Source: an optimization exercise on an open RTL-to-GDS flow (aim: small area, a short achievable clock period and few clock cycles). Production flows keep margins and buffers that such runs may drop.
At most, simulation tests tie the RTL to the original design; equivalence was not proved.
The flow treats the clock pin as an ideal source, which a real chip does not have.
Power is estimated from default activity; no workload was simulated.

Setup of north:
==> flow/design.v <==
`timescale 1ns/1ps
module cpu_core (
    input  logic        clk,
    input  logic        rst,
    input  logic [15:0] instr_in,
    output logic [15:0] pc,
    output logic        dmem_req_valid,
    output logic        dmem_req_store,
    output logic [15:0] dmem_req_addr,
    output logic [15:0] dmem_req_wdata,
    input  logic        dmem_rsp_credit,
    input  logic [15:0] dmem_rsp_rdata
);
    logic [15:0] ir;
    logic        ir_valid;
    logic        credit_q;
    logic        ld_pending;
    logic [2:0]  ld_dst;
    logic [15:0] regs [8];
    logic [1:0] cls;
    logic [2:0] op, dst, rs1, rs2, rb;
    logic [15:0] imm;
    assign cls = ir[15:14];
    assign op  = ir[13:11];
    assign dst = ir[10:8];
    assign rs1 = ir[7:5];
    assign rs2 = ir[4:2];
    assign imm = {{11{ir[4]}}, ir[4:0]};
    assign rb  = cls[1] & ~cls[0] ? dst : rs2;
    logic is_alu, is_mem, is_jmp, is_ld, is_st;
    assign is_alu = ~cls[1];
    assign is_mem = cls[1] & ~cls[0] & (op[2:1] == 2'b00);
    assign is_ld  = is_mem & ~op[0];
    assign is_st  = is_mem & op[0];
    assign is_jmp = cls[1] & cls[0];
    logic use_rs1, use_rs2, use_dst;
    assign use_rs1 = is_alu | is_mem | (is_jmp & ~op[2]);
    assign use_rs2 = (cls == 2'b00) | (is_jmp & ~op[2]);
    assign use_dst = is_alu | is_mem;
    logic [15:0] a, rbv;
    assign a   = regs[rs1];
    assign rbv = regs[rb];
    logic [15:0] b;
    logic [2:0]  aop;
    logic        sub;
    logic [15:0] sum;
    logic [15:0] res;
    assign b   = cls == 2'b00 ? rbv : imm;
    assign aop = is_alu ? op : 3'd0;
    assign sub = (aop == 3'd1) | (aop == 3'd7);
    assign sum = a + (sub ? ~b : b) + {15'd0, sub};
    always_comb begin
        case (aop)
            3'd0, 3'd1: res = sum;
            3'd2: res = a & b;
            3'd3: res = a | b;
            3'd4: res = a ^ b;
            3'd5: res = a << b[3:0];
            3'd6: res = a >> b[3:0];
            default: res = {15'd0, (a[15] ^ b[15]) ? a[15] : sum[15]};
        endcase
    end
    logic cond, taken;
    always_comb begin
        case (op)
            3'd0: cond = 1'b1;
            3'd1: cond = (a == 16'd0);
            3'd2: cond = (a != 16'd0);
            3'd3: cond = a[15];
            default: cond = 1'b0;
        endcase
    end
    assign taken = ir_valid & is_jmp & cond;
    logic haz, avail, ld_wr, stall, issue, e_wr;
    assign haz   = ld_pending & ((use_rs1 & (rs1 == ld_dst)) |
                                 (use_rs2 & (rs2 == ld_dst)) |
                                 (use_dst & (dst == ld_dst)));
    assign avail = (credit_q & ~dmem_req_valid) | dmem_rsp_credit;
    assign ld_wr = ld_pending & dmem_rsp_credit;
    assign e_wr  = ir_valid & is_alu;
    assign stall = ir_valid & (haz | (is_mem & ~avail) | (is_alu & ld_wr));
    assign issue = ir_valid & is_mem & ~haz & avail;
    logic        we;
    logic [2:0]  wa;
    logic [15:0] wd;
    assign we = ld_wr | (e_wr & ~haz);
    assign wa = ld_wr ? ld_dst : dst;
    assign wd = ld_wr ? dmem_rsp_rdata : res;
    always_ff @(posedge clk or posedge rst) begin
        if (rst) begin
            for (int i = 0; i < 8; i++) regs[i] <= '0;
        end else if (we) begin
            regs[wa] <= wd;
        end
    end
    always_ff @(posedge clk or posedge rst) begin
        if (rst) begin
            pc       <= '0;
            ir_valid <= 1'b0;
        end else if (!stall) begin
            pc       <= taken ? rbv : pc + 16'd1;
            ir_valid <= ~taken;
        end
    end
    always_ff @(posedge clk) begin
        if (!stall) ir <= instr_in;
    end
    always_ff @(posedge clk or posedge rst) begin
        if (rst) begin
            dmem_req_valid <= 1'b0;
            credit_q       <= 1'b1;
            ld_pending     <= 1'b0;
        end else begin
            dmem_req_valid <= issue;
            credit_q       <= avail & ~issue;
            if (issue) ld_pending <= is_ld;
            else if (dmem_rsp_credit) ld_pending <= 1'b0;
        end
    end
    always_ff @(posedge clk) begin
        dmem_req_store <= op[0];
        dmem_req_addr  <= sum;
        dmem_req_wdata <= rbv;
        if (issue) ld_dst <= dst;
    end
endmodule
Settings: LEC_CHECK=0, ABC_CLOCK_PERIOD_IN_PS=3000, CAP_MARGIN=20, CORE_MARGIN=2, CORE_UTILIZATION=40, SETUP_SLACK_MARGIN=5, SLEW_MARGIN=20; clock period 10.0 ns.
run.sh (not shown) runs the stock make flow with config.mk's settings and CLKGATE_MAP_FILE= SYNTH_SCRIPT=/design/flow/synth_recipe.tcl, a recipe that flattens the netlist after the stock synthesis.
In summary, north completed successfully, with a layout that passed the timing, design-rule and antenna checks.
### north -> middle
- a deleted ABC_CLOCK_PERIOD_IN_PS that had been 3000
- The post-synthesis instance area was comparable across north and middle.
- | remaining number of nets flagged by the antenna check after routing | middle vs north | ≈ equal |
- Going from north to middle, total wire length neither gained nor lost much, overall track demand over capacity in global routing level, reported net switching power flat.
Function was not checked in any run of this note: the RTL went through the layout flow alone.

---

cpu_core, a different RTL version from the one above (not shown whole).
Size: roughly 1200 cells after synthesis, about 210 flip-flops, roughly 85 I/O pins, ~12000 sq um of cells after synthesis.
Settings: LEC_CHECK=0, CAP_MARGIN=20, CORE_MARGIN=2, CORE_UTILIZATION=50, CTS_BUF_LIST=sky130_fd_sc_hd__clkbuf_16, CTS_CLUSTER_DIAMETER=120, CTS_CLUSTER_SIZE=25, SLEW_MARGIN=20; clock period 10.0 ns.
standard.sh (not shown) runs the stock make flow with config.mk's settings and CLKGATE_MAP_FILE= SYNTH_SCRIPT=/design/flow/synth_recipe.tcl, a recipe that flattens the netlist after the stock synthesis.
==> flow/flow/run.sh <==
#!/bin/bash
# Standard layout (the standard flow's synthesis, constraints and steps) with these
# changes to how it is made:
#  - port buffers are buf_1 cells instead of the default choice;
#  - up to clock-tree synthesis, timing repair aims for a setup margin of
#    M1 ns, so the resizer improves the critical paths below the 10 ns clock;
#    it repairs the worst path only (TNS_END_PERCENT 0), since only the
#    worst slack counts;
#  - after the standard post-CTS repair, flow/post_cts.tcl runs one more
#    sizing-only repair pass toward the same margin;
set -euo pipefail
M1=6.5
M2=6.05
BUF="BUFFER_PORTS_ARGS=-buffer_cell sky130_fd_sc_hd__buf_1"
HOOK="POST_CTS_TCL=$PWD/flow/post_cts.tcl"
bash standard.sh SETUP_SLACK_MARGIN=$M1 TNS_END_PERCENT=0 MATCH_CELL_FOOTPRINT=0 "$BUF" "$HOOK" cts > flow_make_1.log 2>&1
bash standard.sh SETUP_SLACK_MARGIN=$M2 TNS_END_PERCENT=0 MATCH_CELL_FOOTPRINT=0 "$BUF" finish > flow_make_2.log 2>&1
==> flow/flow/post_cts.tcl <==
# Extra sizing pass after the standard post-CTS repair: upsize and swap pins
# only, toward the same setup margin, then legalize again.
repair_timing -setup -setup_margin $::env(SETUP_SLACK_MARGIN) -repair_tns 0 -sequence sizeup,swap -verbose
detailed_placement
check_placement -verbose
The starting point produced a clean layout.
Testbench counts at the start, summed over its fixed seeds: cycles 43,778.
Next try:
--- a/flow/flow/run.sh
+++ b/flow/flow/run.sh
@@ -9,2 +8,0 @@
-#  - after the standard post-CTS repair, flow/post_cts.tcl runs one more
-#    sizing-only repair pass toward the same margin;
@@ -13 +11 @@
-M2=6.05
+M2=6.0
@@ -15,3 +13,2 @@
-HOOK="POST_CTS_TCL=$PWD/flow/post_cts.tcl"
-bash standard.sh SETUP_SLACK_MARGIN=$M1 TNS_END_PERCENT=0 MATCH_CELL_FOOTPRINT=0 "$BUF" "$HOOK" cts > flow_make_1.log 2>&1
-bash standard.sh SETUP_SLACK_MARGIN=$M2 TNS_END_PERCENT=0 MATCH_CELL_FOOTPRINT=0 "$BUF" finish > flow_make_2.log 2>&1
+bash standard.sh SETUP_SLACK_MARGIN=$M1 TNS_END_PERCENT=0 "$BUF" cts > flow_make_1.log 2>&1
+bash standard.sh SETUP_SLACK_MARGIN=$M2 TNS_END_PERCENT=0 "$BUF" finish > flow_make_2.log 2>&1
removed: flow/flow/post_cts.tcl
Result: The new run finished with timing, DRC and antenna clean; first-iteration DRC count is lower slightly; fmax is higher slightly; via count is higher by a few percent; non-clock buffer count is higher by 37; synthesized area does not change; setup slack is better by 0.024 ns; sequential cell count is unchanged.

[separate check: timing with driven ports]
Ports are ideal in the flow. The routed layouts listed here were re-timed in OpenROAD.
Step 1 assumes that a clkbuf_16 drives the clock port and a buf_2 every other input.
Step 2 adds t to the input delays and takes it off the output delays; t is the mean of the earliest and latest rising clock arrival at the registers after step 1. Input paths then give back, and output paths get back, about the clock's delay inside the block.
Three values: ideal, step 1, step 2; two values: the first two.
run	t (ns)	setup slack, ns	worst setup path at the end
north	0.496	4.985 / 4.985 / 4.785	input to register
middle	0.496	4.985 / 4.985 / 4.785	input to register
the first run of note 2	0.534	6.057 / 6.057 / 5.832	input to register
the second run of note 2	0.527	6.081 / 6.081 / 5.706	input to register
After both steps setup and hold are still met in every run listed. The setup slack of the second run of note 2, which loses most, moves by 0.000 ns with the drivers and by -0.375 ns with both steps.
